This is an optimization exercise on Yosys and OpenROAD, whose aim is small area, a short achievable clock period and few clock cycles, not a production implementation.
Only simulation tests tie the RTL to the original design; equivalence was not proved.

== north ==
==> flow/design.v (excerpt) <==
module kalman_tilt_angle_filter_unit
#(
  parameter int DATA_WIDTH = DataWidthDef,
  parameter int FRAC_BITS  = FracBitsDef
) (
  input  logic                    clk_i,
  input  logic                    rst_ni,
  input  logic                    s_axis_tvalid,
  output logic                    s_axis_tready,
  input  logic [2*DATA_WIDTH-1:0] s_axis_tdata,
  output logic                    m_axis_tvalid,
  input  logic                    m_axis_tready,
  output logic [2*DATA_WIDTH-1:0] m_axis_tdata,
  input  logic                    cfg_we_i,
  input  logic [IdxBits-1:0]      cfg_idx_i,
  input  logic [CfgBits-1:0]      cfg_data_i
);
  localparam logic [3:0] OP_C1 = 4'd0;    
  localparam logic [3:0] OP_C4 = 4'd1;    
  localparam logic [3:0] OP_M3 = 4'd2;    
  localparam logic [3:0] OP_M2 = 4'd3;    
  localparam logic [3:0] OP_P1 = 4'd4;    
  localparam logic [3:0] OP_P4 = 4'd5;    
  localparam logic [3:0] OP_M5 = 4'd6;    
  localparam logic [3:0] OP_P5 = 4'd7;    
  localparam logic [3:0] OP_P3 = 4'd8;    
  localparam logic [3:0] OP_P2 = 4'd9;    
  localparam logic signed [34:0] SatHi = 35'sd2147483647;
  ...
clock: 22.0 ns
lec_check: 0
abc_area: 1
cap_margin: 20
core_margin: 2
core_utilization: 35
place_density: 0.5
slew_margin: 20
run.sh (not shown) runs the stock make flow with config.mk's settings and CLKGATE_MAP_FILE= SYNTH_SCRIPT=/design/flow/synth_recipe.tcl, a recipe that flattens the netlist after the stock synthesis.
Testbench counts of north, summed over its fixed seeds: cycles 7,803.
## Diff of input files: south against north
--- a/flow/design.v
+++ b/flow/design.v
@@ -61,17 +61,16 @@
   logic        relrt_q;    
   logic        angp_q;     
   logic [1:0]  d2c_q;      
   logic        epos_q;     
   logic        eps_q;      
   logic        erdy_q;     
   logic        m2wb_q;     
   logic        dec_q;      
-  logic        m5ok_q;     
   logic        a1p_q;      
   logic        np2_q;      
   logic        nd5_q;      
   logic        errp_q;     
   logic        errd_q;     
   logic [3:0]  mpc_q;      
   logic [3:0]  mop_q;      
   logic        mrun_q;
@@ -173,57 +172,56 @@
     end
     d_ovf  = dfirst_q && dovf_q;
     dcnt_n = dcnt_q + 4'd1;
     dlast = drun_q && (d_ovf || dcnt_n == 4'd9);
     dacc  = !drun_q || dlast;    
   end
   logic mwb, xfer, dec, pm_free, pp_free;
   always_comb begin
-    mwb  = pmv_q && (pmop_q != OP_M2 || !a1p_q) &&
-           (pmop_q != OP_M5 || (m5ok_q && d2c_q == {1'b0, eps_q} && (eps_q || (!vld_q && !angp_q))));
+    mwb  = pmv_q && (pmop_q != OP_M2 || !a1p_q) && (pmop_q != OP_M5 || eps_q || !vld_q);
     dec  = ppv_q && (ppop_q == OP_P1) && smp_q && erdy_q && !dec_q &&
            (epos_q ? dacc : (d2c_q == 2'd0 || (d2c_q == 2'd1 && qv_q && qtgt_q == OP_P2)));
     xfer = ppv_q && dacc && ((ppop_q == OP_P1) ? (dec && epos_q) : 1'b1);
     pm_free = !pmv_q || mwb;
     pp_free = !ppv_q || xfer || (dec && !epos_q);
   end
   logic [3:0] mst;         
   logic       mlong, mlast, mfin, mstart, mcond;
   logic [3:0] mpc_n;
   always_comb begin
     mst = mpc_q;
-    if (mpc_q == OP_P4 && !eps_q) mst = OP_M3;    
+    if (mpc_q == OP_P4 && !eps_q) mst = OP_M5;
     case (mpc_q)
       OP_P4:   mcond = dec_q;
-      OP_M5:   mcond = smp_q || dec_q;
+      OP_M5:   mcond = dec_q;
       OP_P3:   mcond = errd_q;
       default: mcond = 1'b1;
     endcase
     mlong  = (mop_q == OP_P1) || (mop_q == OP_P4) || (mop_q == OP_P5) ||
              (mop_q == OP_P3) || (mop_q == OP_P2);
     if (mlong)
       case (mcnt_q)
         2'd0:    mlast = mb_q[31:8] == 24'd0;
         2'd1:    mlast = mb_q[23:8] == 16'd0;
         2'd2:    mlast = mb_q[15:8] == 8'd0;
         default: mlast = 1'b1;
       endcase
     else
       mlast = mcnt_q == 2'd2;
     mfin   = mrun_q && mlast && (mlong ? pp_free : pm_free);
-    mstart = (!mrun_q || mfin) && mcond;
+    mstart = (!mrun_q || mfin) && mcond && !(mpc_q == OP_P4 && !dec_q);
     case (mst)
       OP_C1:   mpc_n = OP_C4;
       OP_C4:   mpc_n = OP_M3;
       OP_M3:   mpc_n = OP_M2;
       OP_M2:   mpc_n = OP_P1;
-      OP_P1:   mpc_n = OP_M5;
-      OP_M5:   mpc_n = OP_P4;
-      OP_P4:   mpc_n = OP_P5;
+      OP_P1:   mpc_n = OP_P4;
+      OP_P4:   mpc_n = OP_M5;
+      OP_M5:   mpc_n = eps_q ? OP_P5 : OP_M3;
       OP_P5:   mpc_n = OP_P3;
       OP_P3:   mpc_n = OP_P2;
       default: mpc_n = OP_M3;
     endcase
   end
   logic signed [32:0] sa, sb;
   logic               inv_n;
   always_comb begin
@@ -309,17 +307,16 @@
       mrun_q <= 1'b0;
       pmv_q  <= 1'b0;
       ppv_q  <= 1'b0;
       drun_q <= 1'b0;
       qv_q   <= 1'b0;
       erdy_q <= 1'b0;
       m2wb_q <= 1'b0;
       dec_q  <= 1'b0;
-      m5ok_q <= 1'b0;
       a1p_q  <= 1'b1;
       np2_q  <= 1'b0;
       nd5_q  <= 1'b0;
       errp_q <= 1'b0;
       errd_q <= 1'b0;
       ang_q  <= '0;
       bias_q <= '0;
       p00_q  <= 32'sd65536;
@@ -330,17 +327,17 @@
         rdy_q <= 1'b0;
         smp_q <= 1'b1;
       end
       if (vld_q && m_axis_tready) vld_q <= 1'b0;
       if (ratep_q && !vld_q) begin
         ratep_q <= 1'b0;
         relrt_q <= 1'b1;
       end
-      if (relp2_q && (relrt_q || (ratep_q && !vld_q) || (qv_q && qtgt_q == OP_P3 && !vld_q && !angp_q))) begin
+      if (relp2_q && relrt_q) begin
         relp2_q <= 1'b0;
         rdy_q   <= 1'b1;
       end
       if (angp_q && relrt_q) begin
         angp_q  <= 1'b0;
         relrt_q <= 1'b0;
         vld_q   <= 1'b1;
       end
@@ -369,20 +366,18 @@
             if (!eps_q) begin
               vld_q <= 1'b1;
               rdy_q <= 1'b1;
             end else errp_q <= 1'b1;
           end
           default: ;
         endcase
       end
-      if (mwb && pmop_q == OP_M5) m5ok_q <= 1'b0;
       if (dec) begin
         dec_q  <= 1'b1;
-        m5ok_q <= 1'b1;
         smp_q  <= 1'b0;
         erdy_q <= 1'b0;
         a1p_q  <= 1'b1;
         np2_q  <= epos_q;
         nd5_q  <= epos_q;
         p11_q  <= a4_sat;                  
         if (!epos_q) begin                 
           p00_q <= n00_q[31:0];
@@ -420,17 +415,16 @@
         mpc_q  <= OP_C1;
         mrun_q <= 1'b0;
         pmv_q  <= 1'b0;
       ppv_q  <= 1'b0;
         erdy_q <= 1'b0;
         m2wb_q <= 1'b0;
         a1p_q  <= 1'b1;
         dec_q  <= 1'b0;
-        m5ok_q <= 1'b0;
       end
     end
   end
   always_ff @(posedge clk_i) begin
     if (rdy_q) begin
       gyr_q <= s_axis_tdata[63:32];
       mes_q <= {s_axis_tdata[31], s_axis_tdata[31:0]};
     end
--- outcome ---
Compared with north, in south sequential share of layout area did not really move, initial antenna violation count down 9.
Routed wire in south totals more than in north.
Comparing south and north, the higher final period demand of the worst path is on south.
Final standard cell count with taps included and fillers excluded: south < north
north → south: number of distinct library cells after synthesis up about 2.7%; proportion of synthesized flip-flops having asynchronous set or reset flat.
The standard cells in south occupy less silicon area than those in north do.
Testbench counts of south, summed over its fixed seeds: cycles 8,612.

==> what the ideal ports hide <==
The results above use ideal ports. As a check the final layouts listed here were re-extracted and re-timed, cells and wires unchanged. Step 1, drivers: a clkbuf_16 drives clk_i and a buf_2 each remaining input, both assumed. Step 2 times the ports against the registers' clock, not the clock port: input delays grow and output delays shrink by t, the midpoint of the rising clock arrivals with the driver on. a / b / c = ideal ports / drivers / drivers and shift; a / b = the first two.
| run | t, ns | setup WS [ns] | hold slack, ns | latest minus earliest clock arrival (ns) | worst slew at a driven data input, ns |
|---|---|---|---|---|---|
| north | 0.907 | 13.981 / 13.981 / 13.981 | 0.422 / 0.422 / 0.422 | 0.074 / 0.075 | 0.14 |
| south | 0.883 | 13.553 / 13.553 / 13.553 | 0.427 / 0.427 / 0.427 | 0.060 / 0.060 | 0.10 |
After both steps setup and hold are still met in every run listed.
